Background: an optimization exercise with open tools, aiming at small area and a short achievable clock period. Do not read the settings as production practice.
The RTL was checked by simulation tests, not by an equivalence proof against the original design.
No activity file was given, so power comes from the tool's default toggle rates.

// executeStage
module executeStage (
  input  logic                     clk,
  input  logic                     arstN,
  input  logic                     flush,
  input  logic                     inValid,
  output logic                     inReady,
  input  logic [execPkg::XLEN-1:0] inPc,
  input  logic [execPkg::XLEN-1:0] inRs1Data,
  input  logic [execPkg::XLEN-1:0] inRs2Data,
  input  logic [execPkg::XLEN-1:0] inImm,
  input  execPkg::AluOp            inAluOp,
  input  execPkg::BypassSel        inOp1Bypass,
  input  execPkg::BypassSel        inOp2Bypass,
  input  logic [execPkg::XLEN-1:0] inPredNextPc,
  input  logic [4:0]               inRd,
  input  logic                     inRdWrite,
  input  logic [execPkg::XLEN-1:0] exFwdData,
  input  logic [execPkg::XLEN-1:0] memFwdData,
  output logic                     outValid,
  input  logic                     outReady,
  output logic [execPkg::XLEN-1:0] outPc,
  output logic [execPkg::XLEN-1:0] outResult,
  output logic [execPkg::XLEN-1:0] outStoreData,
  output execPkg::MemWidth         outMemWidth,
  output logic                     outIsLoad,
  output logic                     outIsStore,
  output logic                     outLoadUnsigned,
  output logic                     outRdWrite,
  output logic [4:0]               outRd,
  output logic                     outIsBranch,
  output logic                     outTaken,
  output logic [execPkg::XLEN-1:0] outNextPc,
  output logic                     outMispredict
);
Settings: LEC_CHECK=0, CAP_MARGIN=20, CORE_MARGIN=2, CORE_UTILIZATION=45, SETUP_SLACK_MARGIN=2.5, SLEW_MARGIN=20; clock period 6.5 ns.
standard.sh (not shown) runs the stock make flow with config.mk's settings and CLKGATE_MAP_FILE= SYNTH_SCRIPT=/design/flow/synth_recipe.tcl, a recipe that flattens the netlist after the stock synthesis.
==> flow/flow/run.sh <==
#!/bin/bash
# Layout: the standard ORFS flow (standard.sh), run in two parts, with these changes:
#  - synthesis maps with ABC for a delay target (flow/abc_fast.script) in place of ORFS's
#    abc_speed script; the synthesis is otherwise ORFS's, so the registers are the same;
#  - no full-adder extraction before ABC (ADDER_MAP_FILE empty), so ABC maps the adders freely;
#  - the port buffers are the smallest buffer cell instead of the resizer's default pick;
#  - the timing repairs up to clock tree synthesis aim for EARLY ns of setup slack, and the
#    repair after global routing only for LATE ns, so it does not spend area chasing the
#    slack that the routed wires take back.
# Each tool's output is in orfs/logs/ (ORFS's per-step logs); make's output is in
# standard_flow_cts.log and standard_flow_finish.log.
set -euo pipefail
W=$(pwd)
EARLY=2.35
LATE=2.25
cat > "$W/my_synth.tcl" <<EOT
proc abc {args} {
  set i [lsearch -exact \$args -script]
  if {\$i >= 0} { lset args [expr {\$i + 1}] $W/flow/abc_fast.script }
  yosys abc {*}\$args
}
source $W/synth_recipe.tcl
EOT
COMMON=("SYNTH_SCRIPT=$W/my_synth.tcl" "ADDER_MAP_FILE="
        "BUFFER_PORTS_ARGS=-buffer_cell sky130_fd_sc_hd__buf_1")
bash standard.sh "${COMMON[@]}" "SETUP_SLACK_MARGIN=$EARLY" cts > standard_flow_cts.log 2>&1
bash standard.sh "${COMMON[@]}" "SETUP_SLACK_MARGIN=$LATE" finish > standard_flow_finish.log 2>&1
==> flow/flow/abc_fast.script <==
strash
dch
map -D 1500
strash
dch
map -D 1500
topo
buffer -c
upsize -c -D 1500
dnsize -c -D 1500
The starting point completed with no timing, DRC or antenna violations.
Then changed:
--- a/flow/flow/run.sh
+++ b/flow/flow/run.sh
@@ -13,3 +13,3 @@
 W=$(pwd)
-EARLY=2.35
+EARLY=2.5
 LATE=2.25
==> flow/flow/abc_fast.script (replaced) <==
strash
dch
map -D 1500
topo
buffer -c
upsize -c -D 1500
dnsize -c -D 1500
Outcome: The new run produced a clean layout; power is lower by about 0.8%; maximum frequency is higher by 0.73%; synthesized cell count is lower by 3.6%; via count is lower by about 4%; cell count is lower by 1.3%; area after synthesis is lower by 3.6%; hold slack gets better by 0.0075 ns; first-iteration DRC count is lower by about 16%; utilization is higher by 3.2 points.
Then changed:
==> flow/flow/abc_fast.script (replaced) <==
strash
dch
map -D 1500
strash
dch
map -D 1500
topo
buffer -c
upsize -c -D 1500
dnsize -c -D 1500
The new run passed the timing, design-rule and antenna checks.
Routed wire length climbs by roughly a tenth.
Critical path depth climbs by 2.
Worst setup slack hardly moves.
Clock power climbs by roughly a tenth.
Final area drops by a few percent.


Setup of 11-19:
executeStage, a different RTL version from the one above (not shown whole).
Size in the first run: ~140 flip-flops, about 390 I/O pins, about 17000 um2 of cells after synthesis.
## executeStage
module executeStage (
  input  logic                     clk,
  input  logic                     arstN,
  input  logic                     flush,
  input  logic                     inValid,
  output logic                     inReady,
  input  logic [execPkg::XLEN-1:0] inPc,
  input  logic [execPkg::XLEN-1:0] inRs1Data,
  input  logic [execPkg::XLEN-1:0] inRs2Data,
  input  logic [execPkg::XLEN-1:0] inImm,
  input  execPkg::AluOp            inAluOp,
  input  execPkg::BypassSel        inOp1Bypass,
  input  execPkg::BypassSel        inOp2Bypass,
  input  logic [execPkg::XLEN-1:0] inPredNextPc,
  input  logic [4:0]               inRd,
  input  logic                     inRdWrite,
  input  logic [execPkg::XLEN-1:0] exFwdData,
  input  logic [execPkg::XLEN-1:0] memFwdData,
  output logic                     outValid,
  input  logic                     outReady,
  output logic [execPkg::XLEN-1:0] outPc,
  output logic [execPkg::XLEN-1:0] outResult,
  output logic [execPkg::XLEN-1:0] outStoreData,
  output execPkg::MemWidth         outMemWidth,
  output logic                     outIsLoad,
  output logic                     outIsStore,
  output logic                     outLoadUnsigned,
  output logic                     outRdWrite,
  output logic [4:0]               outRd,
  output logic                     outIsBranch,
  output logic                     outTaken,
  output logic [execPkg::XLEN-1:0] outNextPc,
  output logic                     outMispredict
);
export LEC_CHECK = 0
export CAP_MARGIN = 20
export CORE_MARGIN = 2
export CORE_UTILIZATION = 45
export CTS_BUF_LIST = sky130_fd_sc_hd__clkbuf_8
export SETUP_SLACK_MARGIN = 2.5
export SLEW_MARGIN = 20
create_clock -name core_clock -period 6.5 [get_ports {clk}]
==> flow/flow/run.sh <==
#!/bin/bash
# Layout: the standard ORFS flow (standard.sh) with three changes:
#  - synthesis maps with ABC for a delay target (flow/abc_fast.script) in place of ORFS's
#    abc_speed script; the synthesis is otherwise ORFS's, so the registers are the same;
#  - no full-adder extraction before ABC (ADDER_MAP_FILE empty), so ABC maps the adders freely;
#  - the port buffers are the smallest buffer cell instead of the resizer's default pick.
# Each tool's output is in orfs/logs/ (ORFS's per-step logs); make's output is in
# standard_flow.log.
set -euo pipefail
W=$(pwd)
cat > "$W/my_synth.tcl" <<EOT
proc abc {args} {
  set i [lsearch -exact \$args -script]
  if {\$i >= 0} { lset args [expr {\$i + 1}] $W/flow/abc_fast.script }
  yosys abc {*}\$args
}
source $W/synth_recipe.tcl
EOT
bash standard.sh "SYNTH_SCRIPT=$W/my_synth.tcl" "ADDER_MAP_FILE=" \
  "BUFFER_PORTS_ARGS=-buffer_cell sky130_fd_sc_hd__buf_1" finish > standard_flow.log 2>&1
==> flow/flow/abc_fast.script <==
strash
dch
map -D 1500
topo
buffer -c
upsize -c -D 1500
dnsize -c -D 1500
What 12-01 does differently from 11-19 at the input level:
Settings: CORE_UTILIZATION: 45 -> 60; CTS_BUF_LIST: sky130_fd_sc_hd__clkbuf_8 -> unset.
From 11-19 to 12-01, post-synthesis compound-gate area fraction did not move at all.
Status | 12-01 and 11-19 | clean except 12-01
Looking only at overall die width, and setting everything else aside, the lower value of 12-01 and 11-19 goes to 12-01.
The post-CTS setup-driven buffer insertion count in 11-19 is 0.879 times that in 12-01.
12-01 vs 11-19 — pre-CTS setup slack dropped 0.36 ns.

static timing again, ports no longer ideal:
The flow's constraints put no driver on any port. The routed layouts listed below were extracted and timed again, unchanged, in two steps.
Step 1, drivers: a clkbuf_16 drives clk and a buf_2 each remaining input, both assumed.
Step 2 times the ports against the registers' clock, not the clock port: input delays grow and output delays shrink by t, the midpoint of the rising clock arrivals with the driver on.
Three values: ideal, step 1, step 2; two values: the first two.
| run | t, ns | setup slack, ns | hold WS [ns] | clock arrival spread, ns |
|---|---|---|---|---|
| the first run of note 1 | 0.527 | 2.234 / 2.275 / 1.748 | 0.589 / 0.551 / 0.591 | 0.016 / 0.016 |
| the second run of note 1 | 0.518 | 2.264 / 2.290 / 1.772 | 0.597 / 0.565 / 0.613 | 0.029 / 0.028 |
| the third run of note 1 | 0.521 | 2.266 / 2.305 / 1.784 | 0.593 / 0.558 / 0.599 | 0.016 / 0.016 |
| 11-19 | 0.593 | 2.471 / 2.489 / 1.896 | 0.498 / 0.480 / 0.603 | 0.029 / 0.029 |
After both steps setup and hold are still met in every run listed. For 11-19, which loses most, drivers alone change the setup slack by +0.018 ns; drivers and shift together by -0.575 ns.
